Context: an optimization exercise on an open-source flow, tuned for a short achievable clock period, few clock cycles per item and low power. The choices shown serve that exercise and are no tape-out recipe.
In this exercise RTL edits were held to simulation tests only and were not proved equivalent to the original.
No activity file was given, so power comes from the tool's default toggle rates.

== south ==
==> module backend_top, before the edit <==
module backend_top (
  input  logic        clk_i,
  input  logic        rst_ni,
  input  logic        fetch_valid_i,
  output logic        fetch_ready_o,
  input  logic [31:0] fetch_instr_i,
  output logic        commit_valid_o,
  output logic [37:0] commit_o
);
  localparam int W  = 32;
  localparam int AW = 5;
  backend_pkg::commit_t commit_s;
  assign commit_o = commit_s;
  logic        id_valid;
  logic [31:0] id_instr;
  logic        id_consume;
  backend_pkg::decoded_instr_t dec;
  backend_issue fetch_inst (
    .clk_i         (clk_i),
    .rst_ni        (rst_ni),
    .fetch_valid_i (fetch_valid_i),
    .fetch_ready_o (fetch_ready_o),
    .fetch_instr_i (fetch_instr_i),
    .issue_i       (id_consume),
    .id_wr_i       (dec.wr),
    .id_rd_i       (dec.rd),
    .id_is_mul_i   (dec.is_mul),
    .valid_o       (id_valid),
    .instr_o       (id_instr)
  );
  backend_decoder decoder_inst (
    .instr_i   (id_instr),
    .decoded_o (dec)
  );
  logic [W-1:0]  rdata_a;
  logic [W-1:0]  rdata_b;
  logic          c_valid;
  logic          c_wr;
  logic [AW-1:0] c_rd;
  logic [W-1:0]  c_data;
  backend_reg_file reg_file_inst (
    .clk_i     (clk_i),
    .raddr_a_i (dec.rs1),
    .raddr_b_i (dec.rs2),
    .rdata_a_o (rdata_a),
    .rdata_b_o (rdata_b),
    .we_i      (c_wr),
    .waddr_i   (c_rd),
    .wdata_i   (c_data)
  );
  logic          ex_valid_q;
  logic          ex_wr_q;
  logic          ex_use_rd_q;
  logic [AW-1:0] ex_rd_q;
  logic          ex_is_mul_q;
  logic          ex_sel_sum_q;
  logic          ex_sub_q;
  logic          ex_sel_and_q;
  logic          ex_sel_or_q;
  logic          ex_sel_xor_q;
  logic [W-1:0]  ex_a_q;
  logic [W-1:0]  ex_b_q;
  logic [W/2-1:0] ex_one_q;
  logic [W/2-1:0] ex_two_q;
  logic          ex_a_fm_q;    
  logic          ex_b_fm_q;
  logic          mx_valid_q;
  logic          mx_wr_q;
  logic          mx_use_rd_q;
  logic [AW-1:0] mx_rd_q;
  logic [W-1:0]  mx_row0_q;
  logic [W-1:0]  mx_row1_q;
  logic [W-1:0]  mx_row2_q;
  logic [W-1:0]  mx_row3_q;
  logic [1:0]    mx_top_q;
  logic [W-1:0]  mx_result;
  logic a_in_ex, a_in_mx, a_in_c;
  logic b_in_ex, b_in_mx, b_in_c;
  logic stall;
  logic issue;
  logic [W-1:0] b_val;
  logic [W/2-1:0] id_one;
  logic [W/2-1:0] id_two;
  logic [W/2-1:0] id_neg;       
  logic [W/2-1:0] ex_neg;
  assign b_val = b_in_mx ? mx_result : b_in_c ? c_data : rdata_b;
  backend_booth_encoder booth_inst (
    .enable_i (dec.is_mul),
    .b_i      (b_val),
    .one_o    (id_one),
    .two_o    (id_two),
    .neg_o    (id_neg)
  );
  assign a_in_ex = ex_valid_q && ex_wr_q && ex_rd_q == dec.rs1;
  assign a_in_mx = mx_valid_q && mx_wr_q && mx_rd_q == dec.rs1;
  assign a_in_c  = c_valid    && c_wr    && c_rd    == dec.rs1;
  assign b_in_ex = ex_valid_q && ex_wr_q && ex_rd_q == dec.rs2;
  assign b_in_mx = mx_valid_q && mx_wr_q && mx_rd_q == dec.rs2;
  assign b_in_c  = c_valid    && c_wr    && c_rd    == dec.rs2;
  assign stall = (ex_is_mul_q || dec.is_mul) &&
                 ((dec.use_rs1 && a_in_ex) || (dec.use_rs2 && b_in_ex));
  assign issue      = id_valid && !stall;
  assign id_consume = issue;
  always_ff @(posedge clk_i or negedge rst_ni) begin
    if (!rst_ni) begin
      ex_valid_q <= 1'b0;
    end else begin
      ex_valid_q <= issue;
    end
  end
  always_ff @(posedge clk_i) begin
    ex_wr_q      <= dec.wr;
    ex_use_rd_q  <= dec.legal;
    ex_rd_q      <= dec.rd;
    ex_is_mul_q  <= dec.is_mul;
    ex_sel_sum_q <= dec.sel_sum;
    ex_sub_q     <= dec.sub;
    ex_sel_and_q <= dec.sel_and;
    ex_sel_or_q  <= dec.sel_or;
    ex_sel_xor_q <= dec.sel_xor;
    ex_a_q       <= a_in_mx ? mx_result : a_in_c ? c_data : rdata_a;
    ex_a_fm_q    <= a_in_ex;
    ex_one_q     <= id_one;
    ex_two_q     <= id_two;
    if (dec.is_addi) begin
      ex_b_q    <= dec.imm;
      ex_b_fm_q <= 1'b0;
    end else begin
      ex_b_q    <= b_val;
      ex_b_fm_q <= b_in_ex;
    end
  end
  logic [W-1:0] op_a;
  logic [W-1:0] op_b;
  logic [W-1:0] sum;
  logic [W:0]   sum_ext;
  logic [W-1:0] alu_result;
  logic [W-1:0] mul_row0;
  logic [W-1:0] mul_row1;
  logic [W-1:0] mul_row2;
  logic [W-1:0] mul_row3;
  logic [1:0]   mul_top;
  assign op_a = ex_a_fm_q ? mx_row0_q : ex_a_q;
  assign op_b = ex_b_fm_q ? mx_row0_q : ex_b_q;
  assign sum_ext = {op_a, 1'b1} + {op_b ^ {W{ex_sub_q}}, ex_sub_q};
  assign sum     = sum_ext[W:1];
  assign alu_result = ({W{ex_sel_sum_q}} & sum)
                    | ({W{ex_sel_and_q}} & (op_a & op_b))
                    | ({W{ex_sel_or_q}}  & (op_a | op_b))
                    | ({W{ex_sel_xor_q}} & (op_a ^ op_b));
  for (genvar j = 0; j < W / 2; j++) begin : g_neg
    assign ex_neg[j] = ex_is_mul_q && ex_b_q[2*j+1];
  end
  backend_multiplier multiplier_inst (
    .operand_a_i (ex_a_q),
    .one_i       (ex_one_q),
    .two_i       (ex_two_q),
    .neg_i       (ex_neg),
    .row0_o      (mul_row0),
    .row1_o      (mul_row1),
    .row2_o      (mul_row2),
    .row3_o      (mul_row3),
    .top_o       (mul_top)
  );
  always_ff @(posedge clk_i or negedge rst_ni) begin
    if (!rst_ni) begin
      mx_valid_q <= 1'b0;
    end else begin
      mx_valid_q <= ex_valid_q;
    end
  end
  always_ff @(posedge clk_i) begin
    mx_wr_q     <= ex_wr_q;
    mx_use_rd_q <= ex_use_rd_q;
    mx_rd_q     <= ex_rd_q;
    mx_row0_q   <= mul_row0 | alu_result;
    mx_row1_q   <= mul_row1;
    mx_row2_q   <= mul_row2;
    mx_row3_q   <= mul_row3;
    mx_top_q    <= mul_top;
  end
  backend_commit commit_inst (
    .clk_i          (clk_i),
    .rst_ni         (rst_ni),
    .valid_i        (mx_valid_q),
    .rd_i           (mx_rd_q),
    .use_rd_i       (mx_use_rd_q),
    .wr_i           (mx_wr_q),
    .row0_i         (mx_row0_q),
    .row1_i         (mx_row1_q),
    .row2_i         (mx_row2_q),
    .row3_i         (mx_row3_q),
    .top_i          (mx_top_q),
    .result_o       (mx_result),
    .valid_o        (c_valid),
    .wr_o           (c_wr),
    .rd_o           (c_rd),
    .data_o         (c_data),
    .commit_valid_o (commit_valid_o),
    .commit_o       (commit_s)
  );
endmodule
==> flow/config.mk <==
export PLATFORM = sky130hd
export DESIGN_NAME = backend_top
export DESIGN_NICKNAME = backend_top
export VERILOG_FILES = /design/flow/design.v
export SDC_FILE = /design/flow/constraint.sdc
export NUM_CORES = 4
export LEC_CHECK = 0
export CAP_MARGIN = 20
export CORE_MARGIN = 2
export CORE_UTILIZATION = 55
export CTS_BUF_LIST = sky130_fd_sc_hd__clkbuf_16
export CTS_CLUSTER_DIAMETER = 100
export CTS_CLUSTER_SIZE = 25
export PLACE_DENSITY = 0.7
export SLEW_MARGIN = 20
==> flow/constraint.sdc <==
create_clock -name core_clock -period 12.0 [get_ports {clk_i}]
set_input_delay 2.4000 -clock core_clock [delete_from_list [all_inputs] [get_ports {clk_i}]]
set_output_delay 2.4000 -clock core_clock [all_outputs]
set_load 0.01 [all_outputs]
standard.sh (not shown) runs the stock make flow with config.mk's settings and CLKGATE_MAP_FILE= SYNTH_SCRIPT=/design/flow/synth_recipe.tcl, a recipe that flattens the netlist after the stock synthesis.
==> flow/flow/run.sh <==
#!/bin/bash
set -e
export SETUP_SLACK_MARGIN=8.4
export BUFFER_PORTS_ARGS="-buffer_cell sky130_fd_sc_hd__buf_4"
bash standard.sh > standard_flow.log 2>&1
Testbench counts of south, summed over its fixed seeds: cycles 25,512, instructions 24,248.
Modified inputs, north compared to south
diff --git a/flow/design.v b/flow/design.v
--- a/flow/design.v
+++ b/flow/design.v
@@ -365,12 +365,13 @@
   logic          ex_sel_or_q;
   logic          ex_sel_xor_q;
   logic [W-1:0]  ex_a_q;
   logic [W-1:0]  ex_b_q;
   logic [W/2-1:0] ex_one_q;
   logic [W/2-1:0] ex_two_q;
+  logic [W/2-1:0] ex_neg_q;
   logic          ex_a_fm_q;    
   logic          ex_b_fm_q;
   logic          mx_valid_q;
   logic          mx_wr_q;
   logic          mx_use_rd_q;
   logic [AW-1:0] mx_rd_q;
@@ -384,14 +385,13 @@
   logic b_in_ex, b_in_mx, b_in_c;
   logic stall;
   logic issue;
   logic [W-1:0] b_val;
   logic [W/2-1:0] id_one;
   logic [W/2-1:0] id_two;
-  logic [W/2-1:0] id_neg;       
-  logic [W/2-1:0] ex_neg;
+  logic [W/2-1:0] id_neg;
   assign b_val = b_in_mx ? mx_result : b_in_c ? c_data : rdata_b;
   backend_booth_encoder booth_inst (
     .enable_i (dec.is_mul),
     .b_i      (b_val),
     .one_o    (id_one),
     .two_o    (id_two),
@@ -425,12 +425,13 @@
     ex_sel_or_q  <= dec.sel_or;
     ex_sel_xor_q <= dec.sel_xor;
     ex_a_q       <= a_in_mx ? mx_result : a_in_c ? c_data : rdata_a;
     ex_a_fm_q    <= a_in_ex;
     ex_one_q     <= id_one;
     ex_two_q     <= id_two;
+    ex_neg_q     <= id_neg;
     if (dec.is_addi) begin
       ex_b_q    <= dec.imm;
       ex_b_fm_q <= 1'b0;
     end else begin
       ex_b_q    <= b_val;
       ex_b_fm_q <= b_in_ex;
@@ -451,20 +452,17 @@
   assign sum_ext = {op_a, 1'b1} + {op_b ^ {W{ex_sub_q}}, ex_sub_q};
   assign sum     = sum_ext[W:1];
   assign alu_result = ({W{ex_sel_sum_q}} & sum)
                     | ({W{ex_sel_and_q}} & (op_a & op_b))
                     | ({W{ex_sel_or_q}}  & (op_a | op_b))
                     | ({W{ex_sel_xor_q}} & (op_a ^ op_b));
-  for (genvar j = 0; j < W / 2; j++) begin : g_neg
-    assign ex_neg[j] = ex_is_mul_q && ex_b_q[2*j+1];
-  end
   backend_multiplier multiplier_inst (
     .operand_a_i (ex_a_q),
     .one_i       (ex_one_q),
     .two_i       (ex_two_q),
-    .neg_i       (ex_neg),
+    .neg_i       (ex_neg_q),
     .row0_o      (mul_row0),
     .row1_o      (mul_row1),
     .row2_o      (mul_row2),
     .row3_o      (mul_row3),
     .top_o       (mul_top)
   );
### Flow results
Changes observed in north relative to south: worst-margin pin slew increased 20 ps, sequential power increased about 0.8%, number of clock buffers in the layout increased 3.3%.
north — total half-perimeter wirelength after legalization and detailed placement about 1.8% lower, south as reference
Compared with south, north shows a initial antenna violation count that is 2 lower.
Testbench counts of north, summed over its fixed seeds: cycles 25,512, instructions 24,248.


== P ==
backend_top, a different RTL version from the one above (not shown whole).
Size: about 1200 flip-flops, about 71000 µm² of cells after synthesis.
==> module backend_reg_file, before the edit <==
module backend_reg_file (
  input  logic                       clk_i,
  input  logic [5-1:0] raddr_a_i,
  input  logic [5-1:0] raddr_b_i,
  output logic [32-1:0]   rdata_a_o,
  output logic [32-1:0]   rdata_b_o,
  input  logic                       we_i,
  input  logic [5-1:0] waddr_i,
  input  logic [32-1:0]   wdata_i
);
  logic [32-1:1][32-1:0] regs_q;
  logic [32-1:0][32-1:0] regs_all;
  for (genvar r = 1; r < 32; r++) begin : g_reg
    always_ff @(posedge clk_i) begin
      if (we_i && waddr_i == r) begin
        regs_q[r] <= wdata_i;
      end
    end
  end
  assign regs_all  = {regs_q, {32{1'b0}}};
  assign rdata_a_o = regs_all[raddr_a_i];
  assign rdata_b_o = regs_all[raddr_b_i];
endmodule
export LEC_CHECK = 0
export CAP_MARGIN = 20
export CORE_MARGIN = 2
export CORE_UTILIZATION = 40
export CTS_BUF_LIST = sky130_fd_sc_hd__clkbuf_16
export CTS_CLUSTER_DIAMETER = 100
export CTS_CLUSTER_SIZE = 25
export SLEW_MARGIN = 20
create_clock -name core_clock -period 12.0 [get_ports {clk_i}]
Scripts as last shown in full above: flow/flow/run.sh
Testbench counts of P, summed over its fixed seeds: cycles 25,512, instructions 24,248.
## Diff of input files: Q against P
--- a/flow/design.v
+++ b/flow/design.v
@@ -88,10 +88,10 @@
   logic [32-1:1][32-1:0] regs_q;
   logic [32-1:0][32-1:0] regs_all;
   for (genvar r = 1; r < 32; r++) begin : g_reg
+    logic sel;
+    assign sel = we_i && waddr_i == r;
     always_ff @(posedge clk_i) begin
-      if (we_i && waddr_i == r) begin
-        regs_q[r] <= wdata_i;
-      end
+      regs_q[r] <= ({32{sel}} & wdata_i) | ({32{!sel}} & regs_q[r]);
     end
   end
   assign regs_all  = {regs_q, {32{1'b0}}};
## What came out
Between P and Q, the post-layout instance count excluding filler cells does not differ in any meaningful way. The sequential share of layout area reported for Q is greater than that of P by 0.17 points. Compared with P, Q shows a total wire length that is 2.4% lower. Between P and Q, setup slack decreased. Run comparison: Q highest metal layer used by the detailed router met4; P highest metal layer used by the detailed router met5. Cell depth of the worst min-delay path came out exactly the same in Q and P. Min synthesis-to-finish area growth across Q and P: Q. Clock period minus worst slack was lower in P than in Q.
Testbench counts of Q, summed over its fixed seeds: cycles 25,512, instructions 24,248.

==> what the ideal ports hide <==
The flow's constraints put no driver on any port. The routed layouts listed below were extracted and timed again, unchanged, in two steps.
Step 1 sets driving cells, clkbuf_16 on the clock port and buf_2 on the other inputs (assumed; they add their load-dependent delay and slew).
Step 2 adds t to the input delays and takes it off the output delays; t is the mean of the earliest and latest rising clock arrival at the registers after step 1. Input paths then give back, and output paths get back, about the clock's delay inside the block.
Three values: no drivers, after step 1, after step 2; two values: the first two.
run	shift t [ns]	slack for setup (ns)	latest minus earliest clock arrival (ns)	worst data-port slew with drivers (ns)
south	0.798	8.141 / 8.123 / 7.811	0.103 / 0.103	0.05
north	0.797	8.220 / 8.138 / 7.811	0.070 / 0.069	0.05
P	0.826	7.795 / 7.795 / 7.781	0.077 / 0.077	0.04
Q	0.823	7.482 / 7.482 / 7.482	0.098 / 0.098	0.04
After both steps every run listed still meets setup and hold. For north, which loses most, drivers alone change the setup slack by -0.082 ns; drivers and shift together by -0.409 ns.
